This is an optimization exercise on Yosys and OpenROAD, whose aim is small area, not a production implementation.
Function was checked by simulation only, so behaviour that the tests miss may differ from the original.
Power and IR drop assume default switching activity.

== south ==
==> flow/design.v <==
package soc_bus_pkg;
	typedef logic [31:0] wb_adr_t;
	typedef logic [31:0] wb_dat_t;
	typedef logic [3:0]  wb_sel_t;
	typedef enum logic [1:0] {
		SLV_TIMER = 2'd0,
		SLV_GPIO  = 2'd1,
		SLV_NONE  = 2'd2
	} slave_sel_e;
	function automatic wb_dat_t wb_merge(wb_dat_t old_val, wb_dat_t new_val, wb_sel_t sel);
		wb_dat_t res;
		res = old_val;
		for (int i = 0; i < 4; i++) begin
			if (sel[i]) begin
				res[8*i +: 8] = new_val[8*i +: 8];
			end
		end
		wb_merge = res;
	endfunction
endpackage
package soc_periph_pkg;
	typedef enum logic [2:0] {
		TCR0 = 3'd0,
		CMP0 = 3'd1,
		CNT0 = 3'd2,
		TCR1 = 3'd4,
		CMP1 = 3'd5,
		CNT1 = 3'd6
	} timer_reg_e;
	typedef struct packed {
		logic trig;
		logic irqen;
		logic ar;
		logic en;
	} timer_ctrl_t;
	localparam int TCR_EN    = 0;
	localparam int TCR_AR    = 1;
	localparam int TCR_IRQEN = 2;
	localparam int TCR_TRIG  = 3;
	typedef enum logic [2:0] {
		GPIO_IN       = 3'd0,
		GPIO_OUT      = 3'd1,
		GPIO_OE       = 3'd2,
		GPIO_IRQ_MASK = 3'd3,
		GPIO_IRQ_STAT = 3'd4
	} gpio_reg_e;
endpackage
module periph_subsys
(
	input  logic        clk,
	input  logic        rst_n_i,
	input  soc_bus_pkg::wb_adr_t     wb_adr_i,
	input  soc_bus_pkg::wb_dat_t     wb_dat_i,
	input  soc_bus_pkg::wb_sel_t     wb_sel_i,
	input  logic        wb_we_i,
	input  logic        wb_cyc_i,
	input  logic        wb_stb_i,
	output soc_bus_pkg::wb_dat_t     wb_dat_o,
	output logic        wb_ack_o,
	input  logic [31:0] gpio_in_i,
	output logic [31:0] gpio_out_o,
	output logic [31:0] gpio_oe_o,
	output logic [2:0]  irq_n_o
);
	logic        sel_tmr, sel_gpio;
	logic        acc, wr;
	logic [2:0]  ri;
	logic [31:0] bmask;
	assign sel_tmr  = wb_adr_i[31:17] == 15'h7001;
	assign sel_gpio = wb_adr_i[31:17] == 15'h7002;
	assign ri       = wb_adr_i[4:2];
	assign acc      = wb_cyc_i & wb_stb_i & ~wb_ack_o;
	assign wr       = acc & wb_we_i;
	assign bmask    = {{8{wb_sel_i[3]}}, {8{wb_sel_i[2]}}, {8{wb_sel_i[1]}}, {8{wb_sel_i[0]}}};
	always_ff @(posedge clk or negedge rst_n_i) begin
		if (!rst_n_i) wb_ack_o <= 1'b0;
		else          wb_ack_o <= acc;
	end
	logic [1:0]       t_en, t_ar, t_ie, t_trig;
	logic [1:0][31:0] cmp, cnt;
	logic [1:0]       hit, w_tcr, w_cmp, w_cnt;
	always_comb begin
		for (int ch = 0; ch < 2; ch++) begin
			hit[ch]   = t_en[ch] && (cnt[ch] == cmp[ch]);
			w_tcr[ch] = wr & sel_tmr & (ri == {ch[0], 2'd0}) & wb_sel_i[0];
			w_cmp[ch] = wr & sel_tmr & (ri == {ch[0], 2'd1});
			w_cnt[ch] = wr & sel_tmr & (ri == {ch[0], 2'd2});
		end
	end
	logic [32:0] cy0, cy1;
	logic [1:0][31:0] cnt_nx;
	assign cy0[0] = t_en[0] & ~hit[0];
	assign cy1[0] = t_en[1] & ~hit[1];
	assign cy0[32:1] = cy0[31:0] & cnt[0];
	assign cy1[32:1] = cy1[31:0] & cnt[1];
	assign cnt_nx[0] = w_cnt[0] ? ((cnt[0] & ~bmask) | (wb_dat_i & bmask))
	                            : ((cnt[0] ^ cy0[31:0]) & ~{32{hit[0] & t_ar[0]}});
	assign cnt_nx[1] = w_cnt[1] ? ((cnt[1] & ~bmask) | (wb_dat_i & bmask))
	                            : ((cnt[1] ^ cy1[31:0]) & ~{32{hit[1] & t_ar[1]}});
	always_ff @(posedge clk or negedge rst_n_i) begin
		if (!rst_n_i) begin
			t_en   <= '0;
			t_ar   <= '0;
			t_ie   <= '0;
			t_trig <= '0;
			cmp    <= '0;
			cnt    <= '0;
		end else begin
			for (int ch = 0; ch < 2; ch++) begin
				if (w_tcr[ch]) begin
					t_en[ch] <= wb_dat_i[0];
					t_ar[ch] <= wb_dat_i[1];
					t_ie[ch] <= wb_dat_i[2];
				end else if (hit[ch] && !t_ar[ch]) begin
					t_en[ch] <= 1'b0;
				end
				t_trig[ch] <= hit[ch] | (t_trig[ch] & ~(w_tcr[ch] & wb_dat_i[3]));
				if (w_cmp[ch])
					cmp[ch] <= (cmp[ch] & ~bmask) | (wb_dat_i & bmask);
				cnt[ch] <= cnt_nx[ch];
			end
		end
	end
	logic [31:0] in_meta, in_sync, in_prev, irq_mask, irq_stat, stat_clr;
	logic        w_out, w_oe, w_mask;
	assign w_out    = wr & sel_gpio & (ri == 3'd1);
	assign w_oe     = wr & sel_gpio & (ri == 3'd2);
	assign w_mask   = wr & sel_gpio & (ri == 3'd3);
	assign stat_clr = (wr & sel_gpio & (ri == 3'd4)) ? (wb_dat_i & bmask) : '0;
	always_ff @(posedge clk or negedge rst_n_i) begin
		if (!rst_n_i) begin
			in_meta    <= '0;
			in_sync    <= '0;
			in_prev    <= '0;
			gpio_out_o <= '0;
			gpio_oe_o  <= '0;
			irq_mask   <= '0;
			irq_stat   <= '0;
		end else begin
			in_meta <= gpio_in_i;
			in_sync <= in_meta;
			in_prev <= in_sync;
			if (w_out)  gpio_out_o <= (gpio_out_o & ~bmask) | (wb_dat_i & bmask);
			if (w_oe)   gpio_oe_o  <= (gpio_oe_o & ~bmask) | (wb_dat_i & bmask);
			if (w_mask) irq_mask   <= (irq_mask & ~bmask) | (wb_dat_i & bmask);
			irq_stat <= (irq_stat & ~stat_clr) | (in_sync & ~in_prev & irq_mask);
		end
	end
	assign irq_n_o = {~(t_trig[1] & t_ie[1]), ~|irq_stat, ~(t_trig[0] & t_ie[0])};
	logic [31:0] rd;
	logic [10:0] rs;
	always_comb begin
		rs[0]  = sel_tmr  & (ri == 3'd0);
		rs[1]  = sel_tmr  & (ri == 3'd1);
		rs[2]  = sel_tmr  & (ri == 3'd2);
		rs[3]  = sel_tmr  & (ri == 3'd4);
		rs[4]  = sel_tmr  & (ri == 3'd5);
		rs[5]  = sel_tmr  & (ri == 3'd6);
		rs[6]  = sel_gpio & (ri == 3'd0);
		rs[7]  = sel_gpio & (ri == 3'd1);
		rs[8]  = sel_gpio & (ri == 3'd2);
		rs[9]  = sel_gpio & (ri == 3'd3);
		rs[10] = sel_gpio & (ri == 3'd4);
		rd = ({32{rs[1]}}  & cmp[0])     | ({32{rs[2]}} & cnt[0])
		   | ({32{rs[4]}}  & cmp[1])     | ({32{rs[5]}} & cnt[1])
		   | ({32{rs[6]}}  & in_sync)    | ({32{rs[7]}} & gpio_out_o)
		   | ({32{rs[8]}}  & gpio_oe_o)  | ({32{rs[9]}} & irq_mask)
		   | ({32{rs[10]}} & irq_stat)
		   | ({32{rs[0]}}  & {28'd0, t_trig[0], t_ie[0], t_ar[0], t_en[0]})
		   | ({32{rs[3]}}  & {28'd0, t_trig[1], t_ie[1], t_ar[1], t_en[1]});
	end
	always_ff @(posedge clk) begin
		wb_dat_o <= rd;
	end
endmodule
clock: 5.0 ns
lec_check: 0
cap_margin: 20
core_margin: 2
core_utilization: 65
slew_margin: 20
standard.sh (not shown) runs the stock make flow with config.mk's settings and CLKGATE_MAP_FILE= SYNTH_SCRIPT=/design/flow/synth_recipe.tcl, a recipe that flattens the netlist after the stock synthesis.
==> flow/flow/run.sh <==
#!/bin/bash
# Own layout flow: the standard ORFS flow (standard.sh) with
#  - synthesis as synth_recipe.tcl, but ABC maps the logic with an area script
#  - minimum-size buffers on the ports
#  - a clock tree without dummy loads
# Each tool's output goes to a log file in this folder (orfs/logs holds the per-step logs).
set -euo pipefail
W=$PWD
F=$W/flow
export AREA_ABC_SCRIPT=$F/area.abc
bash standard.sh \
  SYNTH_SCRIPT=$F/synth.tcl \
  "BUFFER_PORTS_ARGS=-buffer_cell sky130_fd_sc_hd__buf_1" \
  "CTS_ARGS=-sink_clustering_enable -repair_clock_nets -dont_use_dummy_load -buf_list {sky130_fd_sc_hd__clkbuf_8} -sink_clustering_size 20 -sink_clustering_max_diameter 60" \
  finish > $W/orfs_make.log 2>&1
==> flow/flow/area.abc <==
strash
&get -n
&st
&syn2
&dch -f
&nf -a -R 1000
&put
==> flow/flow/synth.tcl <==
# The standard synthesis script (synth_recipe.tcl), with ABC run on an
# area-oriented script in place of ORFS's delay-oriented one. Registers
# are mapped before ABC runs, so their names and cells are unchanged.
proc synth {args} { yosys synth -nofsm -noshare {*}$args }
proc abc {args} {
  set i [lsearch -exact $args -script]
  if {$i >= 0} { lset args [expr {$i + 1}] $::env(AREA_ABC_SCRIPT) }
  yosys abc {*}$args
}
source $::env(SCRIPTS_DIR)/synth.tcl
# left out here: clear keep_hierarchy, flatten, clean up, hide names made inside functions, write 1_2_yosys.v
[south] flow finished | final checks: failed | reasons: setup timing
[inputs] east vs south
- swapping 65 for 40 in CORE_UTILIZATION
==> results.txt <==
- STATUS run=east STAGES=ALL_DONE FINAL_CHECKS=FAILED CAUSE=setup timing
- Per the comparison of east with south, final instance area up about 2%; number of well taps up 61%; final critical-path required period up 59 ps; detailed-route wire length per cell down 3.1%; final instance count without filler cells up about 10%.
- east ends up with a H-tree depth that is 1 higher than in south.
- Per-cell via count in the routed design is lower on east
- Diff south -> east | wire length | increase of 3400 um
- Compared with south, east shows a higher post-route clock period utilization.
- Total of fill cells in the finished design sits higher in east than in south.
- The higher total length of routed met3 wires came out of south.

* * *

== build 80 ==
Another version of the RTL of periph_subsys (not shown whole).
Size in the first run: ~390 flip-flops, ~210 I/O pins.
export LEC_CHECK = 0
export CAP_MARGIN = 20
export CORE_MARGIN = 2
export CORE_UTILIZATION = 65
export SLEW_MARGIN = 20
create_clock -name core_clock -period 5.0 [get_ports {clk}]
==> flow/flow/run.sh <==
#!/bin/bash
# Own layout flow, built on the standard flow (standard.sh):
#  1. the standard synthesis, kept as std_synth.v for its register names
#  2. synthesis again with flow/synth.tcl (area-oriented ABC mapping)
#  3. flow/rename_flops.py gives the registers of 2 the names they have in 1
#     (if anything does not match, the standard netlist is used unchanged)
#  4. the rest of the standard flow, with minimum-size port buffers and a
#     clock tree without dummy loads
# Each step's output goes to a log file in this folder; ORFS's own per-step
# logs are under orfs/logs.
set -euo pipefail
W=$PWD
F=$W/flow
R=$W/orfs/results/$FLOW_PLATFORM/periph_subsys/base

bash standard.sh synth > $W/log_1_std_synth.log 2>&1
cp $R/1_2_yosys.v $W/std_synth.v

rm -f $R/1_2_yosys.v $R/1_2_yosys.sdc $R/1_synth.odb $R/1_synth.sdc
if AREA_ABC_SCRIPT=$F/area.abc bash standard.sh SYNTH_SCRIPT=$F/synth.tcl synth > $W/log_2_area_synth.log 2>&1 \
   && python3 $F/rename_flops.py $W/std_synth.v $R/1_2_yosys.v $W/area_synth.v > $W/log_3_rename.log 2>&1; then
  cp $W/area_synth.v $R/1_2_yosys.v
else
  echo "area synthesis not used" >> $W/log_3_rename.log
  cp $W/std_synth.v $R/1_2_yosys.v
fi
rm -f $R/1_synth.odb $R/1_synth.sdc
touch $R/1_2_yosys.sdc $R/1_2_yosys.v

bash standard.sh \
  "BUFFER_PORTS_ARGS=-buffer_cell sky130_fd_sc_hd__buf_1" \
  "CTS_ARGS=-sink_clustering_enable -repair_clock_nets -dont_use_dummy_load -buf_list {sky130_fd_sc_hd__clkbuf_8 sky130_fd_sc_hd__clkbuf_16} -sink_clustering_size 24 -sink_clustering_max_diameter 80" \
  finish > $W/log_4_layout.log 2>&1
Other scripts of this flow, unchanged in this note and not shown: flow/flow/area.abc, flow/flow/rename_flops.py, flow/flow/synth.tcl
> inputs changed (build 80 -> build 20)
Settings: swapping 65 for 55 in CORE_UTILIZATION.
--- a/flow/flow/run.sh
+++ b/flow/flow/run.sh
@@ -30,4 +30,4 @@
 bash standard.sh \
   "BUFFER_PORTS_ARGS=-buffer_cell sky130_fd_sc_hd__buf_1" \
-  "CTS_ARGS=-sink_clustering_enable -repair_clock_nets -dont_use_dummy_load -buf_list {sky130_fd_sc_hd__clkbuf_8 sky130_fd_sc_hd__clkbuf_16} -sink_clustering_size 24 -sink_clustering_max_diameter 80" \
+  "CTS_ARGS=-sink_clustering_enable -repair_clock_nets -dont_use_dummy_load -buf_list {sky130_fd_sc_hd__clkbuf_8} -sink_clustering_size 16 -sink_clustering_max_diameter 60" \
   finish > $W/log_4_layout.log 2>&1
Die outline width ends up higher on build 20. There was hardly any difference in power share of the combinational group between build 20 and build 80. Build 20 ends up with a number of antenna violations at the first check in global routing that is 2 higher than in build 80. Wire length of the first global-routing pass for build 20 is higher than for build 80.
The following lists how build 85 was set up differently from build 20:
Settings: a change of CORE_UTILIZATION from 55 to 65.
Build 85: flow completed, timing, DRC and antenna clean. Re buffer depth of the longest clock path: no difference whatsoever between build 85 and build 20. Cell area after layout: build 85 and build 20 compared, lower one is build 85. A type of the worst min-delay path of reg -> reg is what build 85 shows, while in -> async belongs to build 20. Pin count of the biggest net entering global routing (build 85 vs. build 20) increases by more than 10%. Looking at first-pass iteration count of the detailed router, build 85 sits 1 above build 20. Cells: build 85 has fewer instances than build 20. Going from build 20 to build 85, power after layout fell by about 0.46%, clock-pin slew on the worst setup and hold paths rose by 0.02 ns, non-clock buffer count fell by 3.
[inputs] build 64 vs build 85
Settings: changing CORE_UTILIZATION from 65 to 55; changing SLEW_MARGIN from 20 to 0; changing CAP_MARGIN from 20 to 0.
--- a/flow/flow/run.sh
+++ b/flow/flow/run.sh
@@ -30,4 +30,4 @@
 bash standard.sh \
   "BUFFER_PORTS_ARGS=-buffer_cell sky130_fd_sc_hd__buf_1" \
-  "CTS_ARGS=-sink_clustering_enable -repair_clock_nets -dont_use_dummy_load -buf_list {sky130_fd_sc_hd__clkbuf_8} -sink_clustering_size 16 -sink_clustering_max_diameter 60" \
+  "CTS_ARGS=-sink_clustering_enable -repair_clock_nets -dont_use_dummy_load -buf_list {sky130_fd_sc_hd__clkbuf_8 sky130_fd_sc_hd__clkbuf_16} -root_buf sky130_fd_sc_hd__clkbuf_16 -sink_clustering_buffer sky130_fd_sc_hd__clkbuf_8 -sink_clustering_size 18 -sink_clustering_max_diameter 70" \
   finish > $W/log_4_layout.log 2>&1
## What came out
- Build 85 and build 64 ended up with roughly the same multi-input gate area in the final layout.
- Comparing worst setup slack for build 64 and build 85, the smaller number came from build 64.
- Status | build 64 and build 85 | clean
- The total power reported for build 64 is smaller than that of build 85 by about 2%.
- [compare] base=build 85 new=build 64: number of signal-net inverters in the final layout level; sequential cell count of the final layout now sits at about the same level; combinational power neither gained nor lost much.

## afterwards: timing with drivers on the ports
In the flow no input, the clock included, has a driving cell. The finished layouts below were timed again as built, in two steps. Step 1, drivers: a clkbuf_16 drives clk and a buf_2 each remaining input, both assumed. Step 2 moves the port delays by t, midway between the first and last clock arrival at a register: inputs arrive t later, outputs are due t later. That takes back most of the time a late clock gives input paths. a / b / c = ideal / step 1 / step 2; a / b = the first two.
| run | t, ns | setup WS [ns] | worst setup path after step 2 |
|---|---|---|---|
| south | 0.647 | -1.768 / -1.768 / -1.768 | register to register |
| east | 0.649 | -1.827 / -1.827 / -1.827 | register to register |
| build 80 | 0.568 | 0.661 / 0.660 / 0.660 | register to register |
| build 20 | 0.593 | 0.750 / 0.750 / 0.750 | register to register |
| build 85 | 0.574 | 0.712 / 0.712 / 0.712 | register to register |
| build 64 | 0.577 | 0.676 / 0.676 / 0.676 | register to register |
For build 80, which loses most, drivers alone change the setup slack by -0.001 ns; drivers and shift together by -0.001 ns.
